From an optimization exercise on the open Yosys and OpenROAD flow, aimed at few clock cycles; shortcuts taken in it are not production practice.
Only simulation tests tie the RTL to the original design; equivalence was not proved.
Power figures rest on the tool's default switching activity, not on a simulated workload.

`design/flow/config.mk`:
```
export PLATFORM = sky130hd
export DESIGN_NAME = dcache_top
export DESIGN_NICKNAME = dcache_top
export VERILOG_FILES = /design/flow/design.v
export SDC_FILE = /design/flow/constraint.sdc
export NUM_CORES = 4
export LEC_CHECK = 0
export CAP_MARGIN = 20
export CORE_MARGIN = 2
export CORE_UTILIZATION = 40
export SLEW_MARGIN = 20
```
`design/flow/constraint.sdc`:
```
create_clock -name core_clock -period 12.0 [get_ports {CLK}]
set_input_delay 2.4000 -clock core_clock [delete_from_list [all_inputs] [get_ports {CLK}]]
set_output_delay 2.4000 -clock core_clock [all_outputs]
set_load 0.01 [all_outputs]
```
`design/flow/design.v`:
```
`default_nettype none
module dcache_data_array (
  input  logic          CLK,
  input  logic          nRST,
  input  logic          cw_en,
  input  logic [4:0]    cw_idx,
  input  logic [31:0]   cw_data,
  input  logic          fw_en,
  input  logic [4:0]    fw_idx,
  input  logic [31:0]   fw_data,
  output logic [1023:0] words
);
  for (genvar i = 0; i < 32; i++)
  begin : g_word
    always_ff @(posedge CLK, negedge nRST)
    begin
      if (!nRST)
        words[i*32 +: 32] <= '0;
      else if (cw_en && cw_idx == 5'(i))
        words[i*32 +: 32] <= cw_data;
      else if (fw_en && fw_idx == 5'(i))
        words[i*32 +: 32] <= fw_data;
    end
  end
endmodule
`default_nettype wire
`default_nettype none
module dcache_tag_array (
  input  logic         CLK,
  input  logic         nRST,
  input  logic         we,
  input  logic [3:0]   wline,
  input  logic [25:0]  wtag,
  output logic [415:0] tags
);
  for (genvar i = 0; i < 16; i++)
  begin : g_line
    always_ff @(posedge CLK, negedge nRST)
    begin
      if (!nRST)
        tags[i*26 +: 26] <= '0;
      else if (we && wline == 4'(i))
        tags[i*26 +: 26] <= wtag;
    end
  end
endmodule
`default_nettype wire
`default_nettype none
module dcache_ctrl #(
  parameter int EBN = 4  
) (
  input  logic          CLK,
  input  logic          nRST,
  input  logic          cpu_ren,
  input  logic          cpu_wen,
  input  logic          cpu_halt,
  input  logic [31:0]   cpu_addr,
  input  logic [31:0]   cpu_store,
  output logic          cpu_hit,
  output logic [31:0]   cpu_load,
  output logic          cpu_flushed,
  output logic          mem_ren,
  output logic          mem_wen,
  output logic [31:0]   mem_addr,
  output logic [31:0]   mem_store,
  input  logic          dwait,
  input  logic [31:0]   dload,
  output logic          tag_we,
  output logic [3:0]    tag_wline,
  output logic [25:0]   tag_wtag,
  input  logic [415:0]  tags,
  output logic          cw_en,
  output logic [4:0]    cw_idx,
  output logic [31:0]   cw_data,
  output logic          fw_en,
  output logic [4:0]    fw_idx,
  output logic [31:0]   fw_data,
  input  logic [1023:0] words
);
  localparam logic [1:0] K_FILL  = 2'd0;  
  localparam logic [1:0] K_EB    = 2'd1;  
  localparam int EBW = (EBN > 4) ? 3 : (EBN > 2) ? 2 : 1;
  logic        flushed_q;
  logic [15:0] valid_q, dirty_q;      
  logic [15:0] blk_q;                 
  logic [31:0] need_q, pres_q;        
  logic [7:0]  lru_q;                 
  logic [EBN-1:0]       ev_q;         
  logic [EBN-1:0][28:0] ea_q;         
  logic [EBN-1:0][63:0] ed_q;         
  logic [EBN-1:0][1:0]  en_q;         
  logic [EBN-1:0][1:0]  ep_q;         
  logic [EBN-1:0]       edt_q;        
  logic [EBN-1:0]       ew_q;         
  logic [EBN-1:0]       eb_q;         
  logic [EBN-1:0][3:0]  el_q;         
  logic        act_q;                 
  logic        op_rd_q;
  logic [29:0] op_addr_q;             
  logic [31:0] op_data_q;
  logic [1:0]  op_kind_q;
  logic [4:0]  op_widx_q;             
  logic [EBW-1:0] op_ei_q;            
  logic        pref_q;                
  logic [EBW-1:0] pref_i_q;
  logic [15:0][25:0] tag_a;
  logic [31:0][31:0] word_a;
  assign tag_a  = tags;
  assign word_a = words;
  logic        req;
  logic [2:0]  idx;
  logic        wsel;
  logic [25:0] rtag;
  logic        m0, m1, hit, hway, vway, aw;
  logic [3:0]  vline, aline;
  logic        eb_match, eb_full, v_valid, v_need, v_dirty, v_move, v_busy;
  logic        can_alloc, alloc, pres_w, rd_ok, cpu_wr;
  logic [EBW-1:0] ematch_i;
  assign req  = (cpu_ren || cpu_wen) && !flushed_q;
  assign idx  = cpu_addr[5:3];
  assign wsel = cpu_addr[2];
  assign rtag = cpu_addr[31:6];
  logic [15:0] tmatch;
  for (genvar l = 0; l < 16; l++)
  begin : g_tm
    assign tmatch[l] = valid_q[l] && (tag_a[l] == rtag);
  end
  assign m0    = tmatch[{1'b0, idx}];
  assign m1    = tmatch[{1'b1, idx}];
  assign hit   = m0 || m1;
  assign hway  = m1;
  assign vway  = !valid_q[{1'b0, idx}] ? 1'b0 :
                 !valid_q[{1'b1, idx}] ? 1'b1 : lru_q[idx];
  assign vline = {vway, idx};
  assign aw    = hit ? hway : vway;
  assign aline = {aw, idx};
  always_comb
  begin
    eb_match = 1'b0;
    ematch_i = '0;
    for (int i = 0; i < EBN; i++)
      if (ev_q[i] && ea_q[i] == cpu_addr[31:3])
      begin
        eb_match = 1'b1;
        ematch_i = EBW'(i);
      end
  end
  assign eb_full   = &ev_q;
  assign v_valid   = valid_q[vline];
  assign v_need    = need_q[{vline, 1'b0}] || need_q[{vline, 1'b1}];
  assign v_dirty   = v_valid && dirty_q[vline];
  assign v_move    = v_valid && (dirty_q[vline] || v_need);
  assign v_busy    = v_valid && (blk_q[vline] ||
                                 (act_q && op_kind_q == K_FILL && op_widx_q[4:1] == vline));
  assign can_alloc = !hit && !v_busy && !(v_move && eb_full);
  assign alloc     = req && can_alloc;
  assign pres_w    = pres_q[{hway, idx, wsel}];
  assign rd_ok     = hit && pres_w;
  logic        bus_free, want_crit, crit;
  logic        need_any, need_av_any, eb_any, dirty_any, halting;
  logic        stall_ebm, stall_full, eb_first;
  logic [31:0] need_av;
  logic [4:0]  nsel;
  logic [EBW-1:0] esel_i, efree_i;
  logic [3:0]  fsel;
  logic [15:0] dl;
  assign bus_free  = !act_q && !flushed_q;
  assign want_crit = req && !eb_match &&
                     ((cpu_ren && ((hit && !pres_w) || can_alloc)) ||
                      (cpu_wen && can_alloc));
  assign crit      = bus_free && want_crit;
  assign halting   = cpu_halt && !req;
  for (genvar l = 0; l < 16; l++)
  begin : g_nav
    assign need_av[2*l+1:2*l] = blk_q[l] ? 2'b00 : need_q[2*l+1:2*l];
  end
  logic [4:0]  nsel1;
  logic        n1_any, n1_masked;
  always_comb
  begin
    nsel1  = '0;
    n1_any = 1'b0;
    for (int i = 31; i >= 0; i--)
      if (need_av[i])
      begin
        nsel1  = 5'(i);
        n1_any = 1'b1;
      end
  end
  assign n1_masked = req && !hit && vline == nsel1[4:1];
  assign nsel      = nsel1;
  logic [29:0] naddr1;
  assign naddr1 = {tag_a[nsel1[4:1]], nsel1[3:0]};
  assign need_any    = |need_q;
  assign need_av_any = n1_any && !n1_masked;
  assign eb_any      = |ev_q;
  for (genvar l = 0; l < 16; l++)
  begin : g_dl
    assign dl[l] = valid_q[l] && dirty_q[l] && !need_q[2*l] && !need_q[2*l+1];
  end
  assign dirty_any   = |(valid_q & dirty_q);
  assign stall_ebm  = req && cpu_ren && !rd_ok && eb_match;
  assign stall_full = req && !hit && v_move && eb_full;
  assign eb_first   = eb_any;
  always_comb
  begin
    esel_i = '0;
    for (int i = EBN - 1; i >= 0; i--)
      if (ev_q[i])
        esel_i = EBW'(i);
    if (pref_q && ev_q[pref_i_q])
      esel_i = pref_i_q;
    efree_i = '0;
    for (int i = EBN - 1; i >= 0; i--)
      if (!ev_q[i])
        efree_i = EBW'(i);
    fsel = '0;
    for (int i = 15; i >= 0; i--)
      if (dl[i])
        fsel = 4'(i);
  end
  logic [1:0]  e_n;
  logic        e_rd, e_w;
  assign e_n  = en_q[esel_i];
  assign e_rd = |e_n;
  assign e_w  = e_rd ? !e_n[0] : ew_q[esel_i];
  logic        fpush, push;
  logic        sel_valid, sel_rd;
  logic [29:0] sel_addr;
  logic [31:0] sel_data;
  logic [1:0]  sel_kind;
  logic [4:0]  sel_widx;
  always_comb
  begin
    sel_valid = 1'b0;
    sel_rd    = 1'b1;
    sel_addr  = cpu_addr[31:2];
    sel_data  = !eb_any ? word_a[{fsel, 1'b0}] :
                e_w ? ed_q[esel_i][63:32] : ed_q[esel_i][31:0];
    sel_kind  = K_FILL;
    sel_widx  = {aline, wsel};
    if (crit)
    begin
      sel_valid = 1'b1;
    end
    else if (need_av_any && !eb_first)
    begin
      sel_valid = bus_free;
      sel_addr  = naddr1;
      sel_widx  = nsel;
    end
    else if (eb_any)
    begin
      sel_valid = bus_free;
      sel_rd    = e_rd;
      sel_kind  = K_EB;
      sel_addr  = {ea_q[esel_i], e_w};
    end
    else if (fpush)
    begin
      sel_valid = bus_free;
      sel_rd    = 1'b0;
      sel_kind  = K_EB;
      sel_addr  = {tag_a[fsel], fsel[2:0], 1'b0};
    end
  end
  logic        cur_valid, cur_rd, done, fill_done, line_fill;
  logic [29:0] cur_addr;
  logic [31:0] cur_data;
  logic [1:0]  cur_kind;
  logic [4:0]  cur_widx;
  logic [EBW-1:0] cur_ei;
  assign cur_valid = act_q || sel_valid;
  assign cur_rd    = act_q ? op_rd_q   : sel_rd;
  assign cur_addr  = act_q ? op_addr_q : sel_addr;
  assign cur_data  = act_q ? op_data_q : sel_data;
  assign cur_kind  = act_q ? op_kind_q : sel_kind;
  assign cur_widx  = act_q ? op_widx_q : sel_widx;
  assign cur_ei    = act_q ? op_ei_q   : esel_i;
  assign done      = cur_valid && !dwait;
  assign fill_done = done && cur_rd;
  assign line_fill = fill_done && cur_kind == K_FILL;
  assign mem_ren   = cur_valid && cur_rd;
  assign mem_wen   = cur_valid && !cur_rd;
  assign mem_addr  = {cur_addr, 2'b00};
  assign mem_store = cur_data;
  logic flushed_now;
  always_comb
  begin
    cpu_hit = 1'b0;
    if (req)
    begin
      if (cpu_wen)
        cpu_hit = hit || can_alloc;
      else if (rd_ok)
        cpu_hit = 1'b1;
      else if (act_q)
        cpu_hit = line_fill && (op_addr_q == cpu_addr[31:2]);
      else
        cpu_hit = crit && !dwait;
    end
  end
  assign cpu_load    = rd_ok ? word_a[{hway, idx, wsel}] : dload;
  assign cpu_wr      = req && cpu_wen && (hit || can_alloc);
  assign flushed_now = halting && !flushed_q && !act_q && !need_any && !eb_any && !dirty_any;
  assign cpu_flushed = flushed_q || flushed_now;
  assign tag_we    = alloc;
  assign tag_wline = vline;
  assign tag_wtag  = rtag;
  assign cw_en   = cpu_wr;
  assign cw_idx  = {aline, wsel};
  assign cw_data = cpu_store;
  assign fw_en   = line_fill && !(pres_q[cur_widx] && !(alloc && cur_widx[4:1] == vline));
  assign fw_idx  = cur_widx;
  assign fw_data = dload;
  always_ff @(posedge CLK, negedge nRST)
  begin
    if (!nRST)
    begin
      flushed_q <= 1'b0;
      act_q     <= 1'b0;
      op_rd_q   <= 1'b0;
      op_addr_q <= '0;
      op_data_q <= '0;
      op_kind_q <= K_FILL;
      op_widx_q <= '0;
      op_ei_q   <= '0;
      pref_q    <= 1'b0;
      pref_i_q  <= '0;
      lru_q     <= '0;
    end
    else
    begin
      if (flushed_now)
        flushed_q <= 1'b1;
      if (!act_q && sel_valid && dwait)
      begin
        act_q     <= 1'b1;
        op_rd_q   <= sel_rd;
        op_addr_q <= sel_addr;
        op_data_q <= sel_data;
        op_kind_q <= sel_kind;
        op_widx_q <= sel_widx;
        op_ei_q   <= esel_i;
      end
      else if (act_q && !dwait)
        act_q <= 1'b0;
      pref_q   <= stall_ebm;
      pref_i_q <= ematch_i;
      if (cpu_hit)
        lru_q[idx] <= !aw;
    end
  end
  logic [3:0] pline;
  assign fpush = halting && !flushed_q && (|dl) && !eb_full;
  assign push  = (alloc && v_move) || fpush;
  assign pline = halting ? fsel : vline;
  logic [EBN-1:0] e_fin;
  logic           blk_set;
  for (genvar i = 0; i < EBN; i++)
  begin : g_fin
    assign e_fin[i] = done && cur_kind == K_EB && cur_ei == EBW'(i) &&
                      (cur_rd ? ((en_q[i] & ~(2'b01 << cur_addr[0])) == 2'b00 && !edt_q[i])
                              : cur_addr[0]);
  end
  assign blk_set = alloc && eb_match && !e_fin[ematch_i];
  for (genvar l = 0; l < 16; l++)
  begin : g_line
    logic clr;
    always_comb
    begin
      clr = 1'b0;
      for (int i = 0; i < EBN; i++)
        if (e_fin[i] && eb_q[i] && el_q[i] == 4'(l))
          clr = 1'b1;
    end
    always_ff @(posedge CLK, negedge nRST)
    begin
      if (!nRST)
      begin
        valid_q[l] <= 1'b0;
        dirty_q[l] <= 1'b0;
        blk_q[l]   <= 1'b0;
      end
      else if (flushed_now)
      begin
        valid_q[l] <= 1'b0;
        dirty_q[l] <= 1'b0;
        blk_q[l]   <= 1'b0;
      end
      else
      begin
        if (alloc && vline == 4'(l))
        begin
          valid_q[l] <= 1'b1;
          dirty_q[l] <= cpu_wen;
        end
        else if (cpu_wr && aline == 4'(l))
          dirty_q[l] <= 1'b1;
        else if (fpush && fsel == 4'(l))
          dirty_q[l] <= 1'b0;
        if (blk_set && vline == 4'(l))
          blk_q[l] <= 1'b1;
        else if (clr)
          blk_q[l] <= 1'b0;
      end
    end
    for (genvar k = 0; k < 2; k++)
    begin : g_word
      always_ff @(posedge CLK, negedge nRST)
      begin
        if (!nRST)
        begin
          need_q[2*l+k] <= 1'b0;
          pres_q[2*l+k] <= 1'b0;
        end
        else if (line_fill && cur_widx == 5'(2*l+k))
        begin
          need_q[2*l+k] <= 1'b0;
          pres_q[2*l+k] <= 1'b1;
        end
        else if (alloc && vline == 4'(l))
        begin
          need_q[2*l+k] <= 1'b1;
          pres_q[2*l+k] <= cpu_wen && wsel == 1'(k);
        end
        else if (cpu_wr && aline == 4'(l) && wsel == 1'(k))
          pres_q[2*l+k] <= 1'b1;
      end
    end
  end
  for (genvar i = 0; i < EBN; i++)
  begin : g_eb
    always_ff @(posedge CLK, negedge nRST)
    begin
      if (!nRST)
      begin
        ev_q[i]  <= 1'b0;
        ea_q[i]  <= '0;
        ed_q[i]  <= '0;
        en_q[i]  <= '0;
        ep_q[i]  <= '0;
        edt_q[i] <= 1'b0;
        ew_q[i]  <= 1'b0;
        eb_q[i]  <= 1'b0;
        el_q[i]  <= '0;
      end
      else if (push && efree_i == EBW'(i))
      begin
        ev_q[i]  <= 1'b1;
        ea_q[i]  <= {tag_a[pline], pline[2:0]};
        ed_q[i]  <= {word_a[{pline, 1'b1}], word_a[{pline, 1'b0}]};
        en_q[i]  <= {need_q[{pline, 1'b1}], need_q[{pline, 1'b0}]};
        ep_q[i]  <= {pres_q[{pline, 1'b1}], pres_q[{pline, 1'b0}]};
        edt_q[i] <= dirty_q[pline];
        ew_q[i]  <= done && !act_q && !eb_any && !need_av_any && fpush;
        eb_q[i]  <= 1'b0;
      end
      else
      begin
        if (e_fin[i])
          ev_q[i] <= 1'b0;
        if (done && cur_kind == K_EB && cur_ei == EBW'(i))
        begin
          if (cur_rd && !cur_addr[0])
          begin
            en_q[i][0] <= 1'b0;
            if (!ep_q[i][0])
            begin
              ep_q[i][0]     <= 1'b1;
              ed_q[i][31:0]  <= dload;
            end
          end
          else if (cur_rd)
          begin
            en_q[i][1] <= 1'b0;
            if (!ep_q[i][1])
            begin
              ep_q[i][1]     <= 1'b1;
              ed_q[i][63:32] <= dload;
            end
          end
          else
            ew_q[i] <= 1'b1;
        end
        if (blk_set && ematch_i == EBW'(i))
        begin
          eb_q[i] <= 1'b1;
          el_q[i] <= vline;
        end
      end
    end
  end
endmodule
`default_nettype wire
`default_nettype none
module dcache_top (
  input  logic        CLK,
  input  logic        nRST,
  input  logic        cpu_ren,
  input  logic        cpu_wen,
  input  logic        cpu_halt,
  input  logic [31:0] cpu_addr,
  input  logic [31:0] cpu_store,
  output logic        cpu_hit,
  output logic [31:0] cpu_load,
  output logic        cpu_flushed,
  output logic        mem_ren,
  output logic        mem_wen,
  output logic [31:0] mem_addr,
  output logic [31:0] mem_store,
  input  logic        dwait,
  input  logic [31:0] dload
);
  logic          tag_we;
  logic [3:0]    tag_wline;
  logic [25:0]   tag_wtag;
  logic [415:0]  tags;
  logic          cw_en, fw_en;
  logic [4:0]    cw_idx, fw_idx;
  logic [31:0]   cw_data, fw_data;
  logic [1023:0] words;
  dcache_ctrl ctrl_i (
    .CLK         (CLK),
    .nRST        (nRST),
    .cpu_ren     (cpu_ren),
    .cpu_wen     (cpu_wen),
    .cpu_halt    (cpu_halt),
    .cpu_addr    (cpu_addr),
    .cpu_store   (cpu_store),
    .cpu_hit     (cpu_hit),
    .cpu_load    (cpu_load),
    .cpu_flushed (cpu_flushed),
    .mem_ren     (mem_ren),
    .mem_wen     (mem_wen),
    .mem_addr    (mem_addr),
    .mem_store   (mem_store),
    .dwait       (dwait),
    .dload       (dload),
    .tag_we      (tag_we),
    .tag_wline   (tag_wline),
    .tag_wtag    (tag_wtag),
    .tags        (tags),
    .cw_en       (cw_en),
    .cw_idx      (cw_idx),
    .cw_data     (cw_data),
    .fw_en       (fw_en),
    .fw_idx      (fw_idx),
    .fw_data     (fw_data),
    .words       (words)
  );
  dcache_tag_array tags_i (
    .CLK   (CLK),
    .nRST  (nRST),
    .we    (tag_we),
    .wline (tag_wline),
    .wtag  (tag_wtag),
    .tags  (tags)
  );
  dcache_data_array data_i (
    .CLK     (CLK),
    .nRST    (nRST),
    .cw_en   (cw_en),
    .cw_idx  (cw_idx),
    .cw_data (cw_data),
    .fw_en   (fw_en),
    .fw_idx  (fw_idx),
    .fw_data (fw_data),
    .words   (words)
  );
endmodule
`default_nettype wire
```
`design/flow/run.sh`:
```
#!/bin/bash
# synth_recipe.tcl (not shown) runs the flow's synth.tcl, then flattens the netlist and writes it again
# the make line also repeats each setting of config.mk as NAME=value (left out here)
make -C /OpenROAD-flow-scripts/flow DESIGN_CONFIG=/design/flow/config.mk WORK_HOME=/design/flow/orfs CLKGATE_MAP_FILE= SYNTH_SCRIPT=/design/flow/synth_recipe.tcl finish
```
==> metrics.md <==
| Metric | Value |
|---|---|
| Status | timing/DRC/antenna clean |
| Commonest cells post-synth | nand2_1 (4878), dfrtp_1 (2056), clkbuf_1 (1380) |
| Core area | 0.3422 sq mm |
| Setup-failing EPs final | 0 |
| Min Tclk post-route | approximately 11 ns |
| Overflow after GRT | 0 |
| Most frequent CP cell | buf_4 |
| Hpwl dp | 432500 um |
| Die Span Y | a little under 600 um |
| Top FF cell, synth | dfrtp_1 |
| Final hold viol count | 0 |
| Area grow syn2layout | 10.93% |
| Top layer reached by signal wires | met5 |
| Largest net degree at the start of global routing | approximately 170 |
| Total GRT Usage | 40.05% |
| Slew of the pin with the lowest slew margin | 1.302 ns |
| Synthesis warning total | 3 |
| Fillcell total | 33660 |
| Final Cycle Share | 94.67% |
| Port Buf Inserts | 197 |
| CP Launch Type | primary input |
| Final Slew Violations | 0 |
| Peak supply drop | 143.0 uV |
| Drt drc | 0 |
| Die Wd | 589.6 um |
| Avg WL per Cell | 34.47 um |
| PD cells | roughly 110 mW/mm^2 |
| CTS Buf Count | 240 |
| Met3 WL | 105200 um |
| DR pass1 iterations | 10 |
| Clock Sinks | 2056 |
| Average cell area after synthesis | about 8.2 sq um |
| Crit path kind | in -> out |
| Reg area | 0.05145 sq mm |
| Max clock buf depth | 4 |
| Initial Util | 40.09% |
| Gate count of the mapped netlist | 16700 |
| Clk slew on worst S/H paths | 0.05 ns |
| Synth unique cells | 101 |
| Die area | 0.3476 sq mm |
| Yosys reg bits | 2056 |
| Number of global-route vias before repair | 130900 |
| Seq/Total Area, Yosys | 37.51% |
| Highest clock rate | 88.03 MHz |
| Global-route wire length before repair | 1005000 um |
| Critical path, cell by cell | buf_2, buf_4, xnor2_1, nand3_1, nor4_1, a41o_1, o22ai_1, o22a_1, a211o_1, buf_4, a211oi_1, buf_4, a221oi_1, o21ai_0, mux2_2, clkdlybuf4s50_1 |
| Fin Clk Skew | 0.1196 ns |
| Row count | 215 |
| Post-layout nets | about 16000 |
| Leak | 68.29 nW |
| 1st-iter DRT viols | 22410 |
| Resized Gates After CTS | 0 |
| Synth area leader | dfrtp_1 |
| Cts hold-fix bufs | 0 |
| Clk Latency, worst-skew pair | about 1.1 ns |
| CP delay by family, top | compound AO/OA/AOI/OAI gates |
| DRT antenna net count | 0 |
| Clock root buffer master | clkbuf_16 |
| Deepest level of the CTS H-tree | 4 |
| CP required | 9.60 ns |
| Crit-path max cell delay | approximately 0.97 ns |
| Initial antenna violation count | 48 |
| Synth top area cells | dfrtp_1 (38%), nand2_1 (13%), mux2i_1 (7.5%) |
| Core Util, Final | between 40% and 50% |
| Critical path endpoint category | primary output |
| Most frequent cell after synthesis | nand2_1 |
| Mapped cell area | 0.1372 sq mm |
| CP max FO | 26 |
| Setup TNS Final | 0 ns |
| Routed WL | 716200 um |
| Vias | about 140k |
| Critical path arrival | 8.96 ns |
| M1 wire length | ~250000 um |
| Detailed route wirelength on metal2 | 283700 um |
| HP Class | reg -> reg |
| Slowest-stage cell, CP | o22ai_1 |
| Rel. slew slack | 13.18% |
| Area fraction of the dominant cell type after synthesis | between 30% and 40% |
| Async SR Flop Fraction | 100.0% |
| Number of enable flip-flop cells after synthesis | 0 |
| CTS tree | built |
| DR vias/cell | 6.783 |
| Area occupied by multi-input gates | 0.07964 sq mm |
| MaxCap Viol Count | 0 |
| RePlAce Congestion | between 1 and 1.5 |
| Share of cells above drive strength 1 | a little under an eighth |
| CP Buf/Inv Count | 5 |
| Total power | 16.73 mW |
| Post CTS Setup Buffer Count | 0 |
| # IOs | around 200 |
| RSZ-0062 raised after global routing | false |
[worst min-delay path, delay by kind of cell (launching register included)]
family	cells	cell delay (ns)
compound gates	1	0.06
flops	1	0.34
simple gates	1	0.04
[sequential cells by signal (all words and copies together), names as in the netlist, 16 cells and up]
name / cells
data_i.words: 1024
ctrl_i.blk_q: 16
ctrl_i.ea_q: 116
ctrl_i.pres_q: 32
tags_i.tags: 416
ctrl_i.el_q: 16
ctrl_i.need_q: 32
ctrl_i.op_data_q: 32
ctrl_i.ed_q: 256
ctrl_i.op_addr_q: 30
ctrl_i.valid_q: 16
ctrl_i.dirty_q: 16
[worst paths after layout]
| kind | start | end | slack [ns] | cells past startpoint |
|---|---|---|---|---|
| worst max-delay path | cpu_addr[21] | mem_addr[31] | 0.64 | 16 |
| worst min-delay path | ctrl_i.op_data_q[25]$_DFFE_PN0P_ | ctrl_i.op_data_q[25]$_DFFE_PN0P_ | 0.48 | 2 |
| worst max register to register | tags_i.tags[319]$_DFFE_PN0P_ | data_i.words[179]$_DFFE_PN0P_ | 3.35 | 18 |
| worst min register to register | ctrl_i.op_data_q[25]$_DFFE_PN0P_ | ctrl_i.op_data_q[25]$_DFFE_PN0P_ | 0.48 | 2 |
| max in group asynchronous | nRST | ctrl_i.act_q$_DFFE_PN0P_ | 8.20 | 3 |
| min in group asynchronous | nRST | tags_i.tags[219]$_DFFE_PN0P_ | 1.37 | 1 |
[routing by layer]
layer,global-route usage (%),vias to the layer above
li1,-,57270
met1,48.70,68170
met2,55.34,11910
met3,15.34,3515
met4,34.32,58
met5,0.4789,-
[placed cells by master, fill, tap and decap left out, types with 138 or more instances in the layout]
cell type	instances
clkbuf_16	245
a221oi_1	210
a311oi_1	292
nand3_1	1035
mux2i_1	1021
and3_1	305
dfrtp_1	2055
a31oi_1	299
o211ai_1	215
nor2_1	799
a21oi_1	594
inv_1	206
buf_4	431
nand2_1	4832
nand4_1	138
nor3_1	143
mux2_2	337
o21ai_0	640
clkdlybuf4s50_1	166
mux4_2	347
xnor2_1	300
xor2_1	270
[metrics by stage]
stage	instances	area, sq um	worst slack [ns]	hold slack (ns)
floorplan	16700	137200	4.013	0.4424
global placement	20320	143900	1.440	0.4622
detailed placement	20320	143900	1.421	0.4704
CTS	20740	152100	1.409	0.4833
global route	20750	152100	0.8702	0.4902
finish	20780	152200	0.6402	0.4773
[cell type report]
type	instances	area share (%)
multi-input combinational	12800	52.33
sequential	2056	33.81
clock buffer	357	4.720
timing repair buffer	691	4.175
tap	4557	3.747
clock inverter	71	0.6282
inverter	213	0.5304
antenna	31	0.05098
[cell families after synthesis]
group / synth area share [%]
simple gates: 23.13
compound gates: 14.13
flops: 37.51
buf+inv: 5.252
mux: 16.30
xor+xnor: 3.639
fa+ha+maj: 0.03649
other cells: 0.002734
[power breakdown]
part / leakage (nW) / switching (mW) / internal [mW]
combinational: 36.5 / 1.30 / 0.471
clock: 4.02 / 3.37 / 4.55
sequential: 27.8 / 0.0520 / 6.98
total: 68.3 / 4.73 / 12.0
Testbench counts, summed over its fixed seeds: cycles 18,001.

## re-timing with driven ports
How much do the figures lean on ideal ports? The routed layout below was timed once more, with nothing changed but the port constraints.
Step 1: set_driving_cell puts a clkbuf_16 on CLK and a buf_2 on each other input, an assumption about the parent block.
Step 2 adds t to the input delays and takes it off the output delays; t is the mean of the earliest and latest rising clock arrival at the registers after step 1. Input paths then give back, and output paths get back, about the clock's delay inside the block.
Three values: ideal ports, drivers, drivers and shift; two values: the first two.
shift t [ns]: 1.110
setup slack, ns: 0.640 / 0.588 / 0.588
worst data-port slew with drivers (ns): 0.24
pins driven straight from the clock port: 1
After both steps setup and hold are still met in this run. For this run, drivers alone change the setup slack by -0.052 ns; drivers and shift together by -0.052 ns.
